Background: an optimization exercise with open tools, aiming at small area, a short achievable clock period and few clock cycles. Do not read the settings as production practice. The RTL was checked by simulation tests, not by an equivalence proof against the original design.

==> flow/design.v <==
module gc_controller_param #(
    parameter int BLK_W         = 8,
    parameter int PAGES_PER_BLK = 64,
    parameter int FREE_HIGH     = 8,
    parameter int FREE_LOW      = 2
) (
    input  logic             CLK,
    input  logic             nRST,
    input  logic             gc_ini,
    input  logic             gc_start,
    input  logic             invalid_flag,
    input  logic [BLK_W-1:0] invalid_blk_num,
    input  logic             new_active_request,
    input  logic             move_done_flag,
    output logic             gc_request,
    output logic             gc_interrupt,
    output logic             req_done,
    output logic [BLK_W-1:0] erase_blk_num,
    output logic [BLK_W-1:0] active_blk_num,
    output logic             move_flag,
    output logic [BLK_W:0]   free_cnt,
    output logic             busy
);
    localparam int NUM_BLK = 1 << BLK_W;
    localparam int PC_W    = $clog2(PAGES_PER_BLK + 1);
    localparam int NSTEP   = (PC_W + 1) / 2;
    localparam logic [PC_W-1:0]  PC_MAX      = PC_W'(PAGES_PER_BLK);
    localparam logic [BLK_W-1:0] LAST_IDX    = BLK_W'(NUM_BLK - 1);
    localparam logic [BLK_W-1:0] ONE_BLK     = BLK_W'(1);
    localparam logic [BLK_W:0]   ONE_FC      = (BLK_W + 1)'(1);
    localparam logic [BLK_W:0]   FREE_HIGH_C = (BLK_W + 1)'(FREE_HIGH);
    localparam logic [BLK_W:0]   FREE_LOW_C  = (BLK_W + 1)'(FREE_LOW);
    typedef enum logic [2:0] {
        ST_UNINIT,
        ST_INIT,
        ST_READY,
        ST_SEARCH,
        ST_MOVE,
        ST_DONE
    } state_t;
    state_t           state_q, state_d;
    logic [BLK_W-1:0] idx_q, idx_d;
    logic [NSTEP-1:0] step_q, step_d;           
    logic [BLK_W-1:0] rd_ptr_q, rd_ptr_d;
    logic [BLK_W-1:0] wr_ptr_q, wr_ptr_d;
    logic [BLK_W:0]   free_cnt_q, free_cnt_d;
    logic [BLK_W-1:0] active_q, active_d;
    logic [BLK_W-1:0] erase_blk_q, erase_blk_d;
    logic [PC_W-1:0]  max_q, max_d;
    logic             erase_q, erase_d;
    logic             gc_request_q, gc_request_d;
    logic             gc_interrupt_q, gc_interrupt_d;
    logic             req_done_q, req_done_d;
    logic             move_flag_q, move_flag_d;
    logic             busy_q, busy_d;
    logic             live_q, live_d;           
    logic             pop_ok_q, pop_ok_d;       
    logic             init_q, init_d;           
    logic             clr_q, clr_d;             
    logic             push_q, push_d;           
    logic [PC_W-1:0]  inv_cnt_q [NUM_BLK];
    logic             closed_q  [NUM_BLK];
    logic             closed_d  [NUM_BLK];
    logic [BLK_W-1:0] fifo_q    [NUM_BLK];
    logic [NUM_BLK-1:0] alive_q, alive_d;
    logic             inc_v_q;
    logic [BLK_W-1:0] inc_b_q;
    logic [PC_W-1:0]  inc_rd_q, inc_rd_d;
    logic             cnt_we;
    logic [BLK_W-1:0] cnt_wa;
    logic [PC_W-1:0]  cnt_wd;
    logic [BLK_W-1:0] clr_blk;
    logic             close_en;
    logic             pop_en;
    logic             load_alive;
    logic             low_d, crit_d, nz_d;
    logic [NUM_BLK-1:0] bit_hi, bit_lo, alive_nxt;
    logic               any_hi, any_lo, any_lo_h, any_lo_l;
    logic [BLK_W-1:0]   pick_a, pick_b, pick_blk;
    always_comb begin
        for (int i = 0; i < NUM_BLK; i++) begin
            bit_hi[i] = 1'b0;
            bit_lo[i] = 1'b0;
            for (int s = 0; s < NSTEP; s++) begin
                if (step_q[s]) begin
                    bit_hi[i] = bit_hi[i] | inv_cnt_q[i][PC_W-1-2*s];
                    if (PC_W-2-2*s >= 0)
                        bit_lo[i] = bit_lo[i] | inv_cnt_q[i][(PC_W-2-2*s >= 0) ? PC_W-2-2*s : 0];
                end
            end
        end
        any_hi    = |(alive_q & bit_hi);
        any_lo_h  = |(alive_q & bit_hi & bit_lo);
        any_lo_l  = |(alive_q & bit_lo);
        any_lo    = any_hi ? any_lo_h : any_lo_l;
        alive_nxt = alive_q & (bit_hi | {NUM_BLK{~any_hi}}) & (bit_lo | {NUM_BLK{~any_lo}});
    end
    always_comb begin
        pick_a = '0;
        pick_b = '0;
        for (int i = NUM_BLK - 1; i >= 0; i--) begin
            if (alive_q[i]) pick_a = BLK_W'(i);
            if (alive_q[i] && bit_hi[i]) pick_b = BLK_W'(i);
        end
        pick_blk = any_hi ? pick_b : pick_a;
    end
    always_comb begin
        state_d     = state_q;
        idx_d       = idx_q;
        step_d      = step_q;
        rd_ptr_d    = rd_ptr_q;
        wr_ptr_d    = wr_ptr_q;
        free_cnt_d  = free_cnt_q;
        active_d    = active_q;
        erase_blk_d = erase_blk_q;
        max_d       = max_q;
        erase_d     = erase_q;
        alive_d     = alive_q;
        load_alive  = 1'b0;
        close_en = pop_ok_q && new_active_request;
        pop_en   = close_en && !gc_ini;
        clr_blk  = init_q ? idx_q : erase_blk_q;
        if (gc_ini) begin
            state_d    = ST_INIT;
            idx_d      = '0;
            rd_ptr_d   = '0;
            wr_ptr_d   = '0;
            free_cnt_d = '0;
        end else begin
            case (state_q)
                ST_UNINIT: begin
                    state_d = ST_UNINIT;
                end
                ST_INIT: begin
                    idx_d = idx_q + ONE_BLK;
                    if (idx_q == LAST_IDX) begin
                        state_d  = ST_READY;
                        active_d = '0;
                    end
                end
                ST_READY: begin
                    if (gc_start && gc_request_q) begin
                        state_d    = ST_SEARCH;
                        step_d     = NSTEP'(1);
                        load_alive = 1'b1;
                    end
                end
                ST_SEARCH: begin
                    if (!inc_v_q) begin
                        alive_d = alive_nxt;
                        for (int s = 0; s < NSTEP; s++) begin
                            if (step_q[s]) begin
                                max_d[PC_W-1-2*s] = any_hi;
                                if (PC_W-2-2*s >= 0)
                                    max_d[(PC_W-2-2*s >= 0) ? PC_W-2-2*s : 0] = any_lo;
                            end
                        end
                        step_d = {step_q[NSTEP-2:0], 1'b0};
                        if (step_q[NSTEP-1]) begin
                            erase_blk_d = pick_blk;
                            erase_d     = (max_q[PC_W-1:1] != '0) || any_hi;
                            if (max_q[PC_W-1] || ((max_q[PC_W-1:1] == '0) && !any_hi)) begin
                                state_d = ST_DONE;
                            end else begin
                                state_d = ST_MOVE;
                            end
                        end
                    end
                end
                ST_MOVE: begin
                    if (move_done_flag) begin
                        state_d = ST_DONE;
                    end
                end
                ST_DONE: begin
                    state_d = ST_READY;
                end
                default: begin
                    state_d = ST_UNINIT;
                end
            endcase
        end
        if (pop_en) begin
            active_d = fifo_q[rd_ptr_q];
            rd_ptr_d = rd_ptr_q + ONE_BLK;
        end
        if (push_q && !gc_ini) begin
            wr_ptr_d = wr_ptr_q + ONE_BLK;
        end
        if (pop_en && !push_q) begin
            free_cnt_d = free_cnt_q - ONE_FC;
            low_d  = (free_cnt_q <= FREE_HIGH_C);
            crit_d = (free_cnt_q <= FREE_LOW_C + ONE_FC);
            nz_d   = (free_cnt_q != ONE_FC);
        end else if (push_q && !pop_en) begin
            low_d  = (free_cnt_q < FREE_HIGH_C - ONE_FC);
            crit_d = (free_cnt_q < FREE_LOW_C);
            nz_d   = 1'b1;
            if (!gc_ini) free_cnt_d = free_cnt_q + ONE_FC;
        end else begin
            low_d  = (free_cnt_q < FREE_HIGH_C);
            crit_d = (free_cnt_q <= FREE_LOW_C);
            nz_d   = (free_cnt_q != '0);
        end
        if (load_alive) begin
            for (int i = 0; i < NUM_BLK; i++) alive_d[i] = closed_d[i];
        end
        gc_request_d   = (state_d == ST_READY) && low_d;
        gc_interrupt_d = gc_request_d && crit_d;
        req_done_d     = (state_d == ST_DONE);
        move_flag_d    = (state_d == ST_MOVE);
        busy_d         = (state_d != ST_UNINIT) && (state_d != ST_READY);
        live_d   = (state_d != ST_UNINIT) && (state_d != ST_INIT);
        pop_ok_d = live_d && nz_d;
        init_d   = (state_d == ST_INIT);
        clr_d    = init_d || ((state_d == ST_DONE) && erase_d);
        push_d   = clr_d && !(init_d && (idx_d == '0));
    end
    always_ff @(posedge CLK) begin
        if (!nRST) begin
            state_q        <= ST_UNINIT;
            idx_q          <= '0;
            step_q         <= '0;
            rd_ptr_q       <= '0;
            wr_ptr_q       <= '0;
            free_cnt_q     <= '0;
            active_q       <= '0;
            erase_blk_q    <= '0;
            max_q          <= '0;
            erase_q        <= 1'b0;
            gc_request_q   <= 1'b0;
            gc_interrupt_q <= 1'b0;
            req_done_q     <= 1'b0;
            move_flag_q    <= 1'b0;
            busy_q         <= 1'b0;
            live_q         <= 1'b0;
            pop_ok_q       <= 1'b0;
            init_q         <= 1'b0;
            clr_q          <= 1'b0;
            push_q         <= 1'b0;
            inc_v_q        <= 1'b0;
        end else begin
            state_q        <= state_d;
            idx_q          <= idx_d;
            step_q         <= step_d;
            rd_ptr_q       <= rd_ptr_d;
            wr_ptr_q       <= wr_ptr_d;
            free_cnt_q     <= free_cnt_d;
            active_q       <= active_d;
            erase_blk_q    <= erase_blk_d;
            max_q          <= max_d;
            erase_q        <= erase_d;
            gc_request_q   <= gc_request_d;
            gc_interrupt_q <= gc_interrupt_d;
            req_done_q     <= req_done_d;
            move_flag_q    <= move_flag_d;
            busy_q         <= busy_d;
            live_q         <= live_d;
            pop_ok_q       <= pop_ok_d;
            init_q         <= init_d;
            clr_q          <= clr_d;
            push_q         <= push_d;
            inc_v_q        <= live_q && invalid_flag;
        end
    end
    always_comb begin
        for (int i = 0; i < NUM_BLK; i++) begin
            closed_d[i] = closed_q[i];
            if (close_en && (active_q == BLK_W'(i))) closed_d[i] = 1'b1;
            if (clr_q && (clr_blk == BLK_W'(i)))    closed_d[i] = 1'b0;
        end
    end
    always_comb begin
        cnt_we = clr_q || inc_v_q;
        cnt_wa = clr_q ? clr_blk : inc_b_q;
        if (clr_q) begin
            cnt_wd = '0;
        end else if (inc_rd_q == PC_MAX) begin
            cnt_wd = inc_rd_q;
        end else begin
            cnt_wd = inc_rd_q + PC_W'(1);
        end
        if (cnt_we && (cnt_wa == invalid_blk_num)) begin
            inc_rd_d = cnt_wd;
        end else begin
            inc_rd_d = inv_cnt_q[invalid_blk_num];
        end
    end
    always_ff @(posedge CLK) begin
        inc_b_q  <= invalid_blk_num;
        inc_rd_q <= inc_rd_d;
        for (int i = 0; i < NUM_BLK; i++) begin
            closed_q[i] <= closed_d[i];
            if (cnt_we && (cnt_wa == BLK_W'(i))) begin
                inv_cnt_q[i] <= cnt_wd;
            end
        end
        alive_q <= alive_d;
    end
    always_ff @(posedge CLK) begin
        if (push_q) begin
            fifo_q[wr_ptr_q] <= clr_blk;
        end
    end
    assign gc_request     = gc_request_q;
    assign gc_interrupt   = gc_interrupt_q;
    assign req_done       = req_done_q;
    assign erase_blk_num  = erase_blk_q;
    assign active_blk_num = active_q;
    assign move_flag      = move_flag_q;
    assign free_cnt       = free_cnt_q;
    assign busy           = busy_q;
endmodule
Settings: LEC_CHECK=0, CAP_MARGIN=20, CELL_PAD_IN_SITES_DETAIL_PLACEMENT=1, CELL_PAD_IN_SITES_GLOBAL_PLACEMENT=2, CORE_MARGIN=2, CORE_UTILIZATION=25, PLACE_DENSITY=0.45, SETUP_SLACK_MARGIN=5, SLEW_MARGIN=20, TNS_END_PERCENT=20; clock period 10.0 ns.
run.sh (not shown) runs the stock make flow with config.mk's settings and CLKGATE_MAP_FILE= SYNTH_SCRIPT=/design/flow/synth_recipe.tcl, a recipe that flattens the netlist after the stock synthesis.
The first run produced a layout that fails on max-slew violations.
Testbench counts at the start, summed over its fixed seeds: cycles 173,992.
==> next run, changes <==
--- a/flow/design.v
+++ b/flow/design.v
@@ -54,12 +54,14 @@
     logic             move_flag_q, move_flag_d;
     logic             busy_q, busy_d;
     logic             live_q, live_d;           
     logic             pop_ok_q, pop_ok_d;       
     logic             init_q, init_d;           
-    logic             clr_q, clr_d;             
-    logic             push_q, push_d;           
+    logic             idxnz_q, idxnz_d;         
+    logic             done_q, done_d;           
+    logic             clr_q;                    
+    logic             push_q;                   
     logic [PC_W-1:0]  inv_cnt_q [NUM_BLK];
     logic             closed_q  [NUM_BLK];
     logic             closed_d  [NUM_BLK];
     logic [BLK_W-1:0] fifo_q    [NUM_BLK];
     logic [NUM_BLK-1:0] alive_q, alive_d;
@@ -102,10 +104,17 @@
             if (alive_q[i]) pick_a = BLK_W'(i);
             if (alive_q[i] && bit_hi[i]) pick_b = BLK_W'(i);
         end
         pick_blk = any_hi ? pick_b : pick_a;
     end
+    logic [BLK_W-1:0] fifo_head;
+    always_comb begin
+        fifo_head = '0;
+        for (int i = 0; i < NUM_BLK; i++) begin
+            fifo_head = fifo_head | ({BLK_W{rd_ptr_q == BLK_W'(i)}} & fifo_q[i]);
+        end
+    end
     always_comb begin
         state_d     = state_q;
         idx_d       = idx_q;
         step_d      = step_q;
         rd_ptr_d    = rd_ptr_q;
@@ -114,11 +123,11 @@
         active_d    = active_q;
         erase_blk_d = erase_blk_q;
         max_d       = max_q;
         erase_d     = erase_q;
         alive_d     = alive_q;
-        load_alive  = 1'b0;
+        load_alive  = (state_q != ST_SEARCH);
         close_en = pop_ok_q && new_active_request;
         pop_en   = close_en && !gc_ini;
         clr_blk  = init_q ? idx_q : erase_blk_q;
         if (gc_ini) begin
             state_d    = ST_INIT;
@@ -138,13 +147,18 @@
                         active_d = '0;
                     end
                 end
                 ST_READY: begin
                     if (gc_start && gc_request_q) begin
-                        state_d    = ST_SEARCH;
-                        step_d     = NSTEP'(1);
-                        load_alive = 1'b1;
+                        state_d = ST_SEARCH;
+                        if (!inc_v_q && !invalid_flag && !close_en) begin
+                            load_alive            = 1'b0;
+                            alive_d               = alive_nxt;
+                            max_d[PC_W-1]         = any_hi;
+                            max_d[PC_W-2]         = any_lo;
+                            step_d                = NSTEP'(2);
+                        end
                     end
                 end
                 ST_SEARCH: begin
                     if (!inc_v_q) begin
                         alive_d = alive_nxt;
@@ -155,10 +169,11 @@
                                     max_d[(PC_W-2-2*s >= 0) ? PC_W-2-2*s : 0] = any_lo;
                             end
                         end
                         step_d = {step_q[NSTEP-2:0], 1'b0};
                         if (step_q[NSTEP-1]) begin
+                            step_d = NSTEP'(1);
                             erase_blk_d = pick_blk;
                             erase_d     = (max_q[PC_W-1:1] != '0) || any_hi;
                             if (max_q[PC_W-1] || ((max_q[PC_W-1:1] == '0) && !any_hi)) begin
                                 state_d = ST_DONE;
                             end else begin
@@ -179,11 +194,11 @@
                     state_d = ST_UNINIT;
                 end
             endcase
         end
         if (pop_en) begin
-            active_d = fifo_q[rd_ptr_q];
+            active_d = fifo_head;
             rd_ptr_d = rd_ptr_q + ONE_BLK;
         end
         if (push_q && !gc_ini) begin
             wr_ptr_d = wr_ptr_q + ONE_BLK;
         end
@@ -211,18 +226,18 @@
         move_flag_d    = (state_d == ST_MOVE);
         busy_d         = (state_d != ST_UNINIT) && (state_d != ST_READY);
         live_d   = (state_d != ST_UNINIT) && (state_d != ST_INIT);
         pop_ok_d = live_d && nz_d;
         init_d   = (state_d == ST_INIT);
-        clr_d    = init_d || ((state_d == ST_DONE) && erase_d);
-        push_d   = clr_d && !(init_d && (idx_d == '0));
+        idxnz_d  = (idx_d != '0);
+        done_d   = (state_d == ST_DONE);
     end
     always_ff @(posedge CLK) begin
         if (!nRST) begin
             state_q        <= ST_UNINIT;
             idx_q          <= '0;
-            step_q         <= '0;
+            step_q         <= NSTEP'(1);
             rd_ptr_q       <= '0;
             wr_ptr_q       <= '0;
             free_cnt_q     <= '0;
             active_q       <= '0;
             erase_blk_q    <= '0;
@@ -234,12 +249,12 @@
             move_flag_q    <= 1'b0;
             busy_q         <= 1'b0;
             live_q         <= 1'b0;
             pop_ok_q       <= 1'b0;
             init_q         <= 1'b0;
-            clr_q          <= 1'b0;
-            push_q         <= 1'b0;
+            idxnz_q        <= 1'b0;
+            done_q         <= 1'b0;
             inc_v_q        <= 1'b0;
         end else begin
             state_q        <= state_d;
             idx_q          <= idx_d;
             step_q         <= step_d;
@@ -256,20 +271,22 @@
             move_flag_q    <= move_flag_d;
             busy_q         <= busy_d;
             live_q         <= live_d;
             pop_ok_q       <= pop_ok_d;
             init_q         <= init_d;
-            clr_q          <= clr_d;
-            push_q         <= push_d;
+            idxnz_q        <= idxnz_d;
+            done_q         <= done_d;
             inc_v_q        <= live_q && invalid_flag;
         end
     end
+    assign clr_q  = init_q || (done_q && erase_q);
+    assign push_q = (init_q && idxnz_q) || (done_q && erase_q);
     always_comb begin
         for (int i = 0; i < NUM_BLK; i++) begin
             closed_d[i] = closed_q[i];
             if (close_en && (active_q == BLK_W'(i))) closed_d[i] = 1'b1;
-            if (clr_q && (clr_blk == BLK_W'(i)))    closed_d[i] = 1'b0;
+            if (clr_q && (cnt_wa == BLK_W'(i)))     closed_d[i] = 1'b0;   
         end
     end
     always_comb begin
         cnt_we = clr_q || inc_v_q;
         cnt_wa = clr_q ? clr_blk : inc_b_q;
This time the run failed in global routing (5_1_grt).
Synthesized cell count goes up by 10%.
Area after synthesis fell by about 2.4%.
Testbench counts after the change, summed over its fixed seeds: cycles 171,993.

## what the ideal ports hide
How much do the figures lean on ideal ports? The routed layout below was timed once more, with nothing changed but the port constraints.
Step 1 assumes that a clkbuf_16 drives the clock port and a buf_2 every other input.
Step 2 times the ports against the registers' clock, not the clock port: input delays grow and output delays shrink by t, the midpoint of the rising clock arrivals with the driver on.
a / b / c = ideal / step 1 / step 2; a / b = the first two.
run: the first run
shift t [ns]: 1.279
setup slack, ns: 3.622 / 3.622 / 3.047
clock arrival spread, ns: 0.186 / 0.186
cell pins on the clock port's net: 1
The setup slack of the first run moves by 0.000 ns with the drivers and by -0.575 ns with both steps.
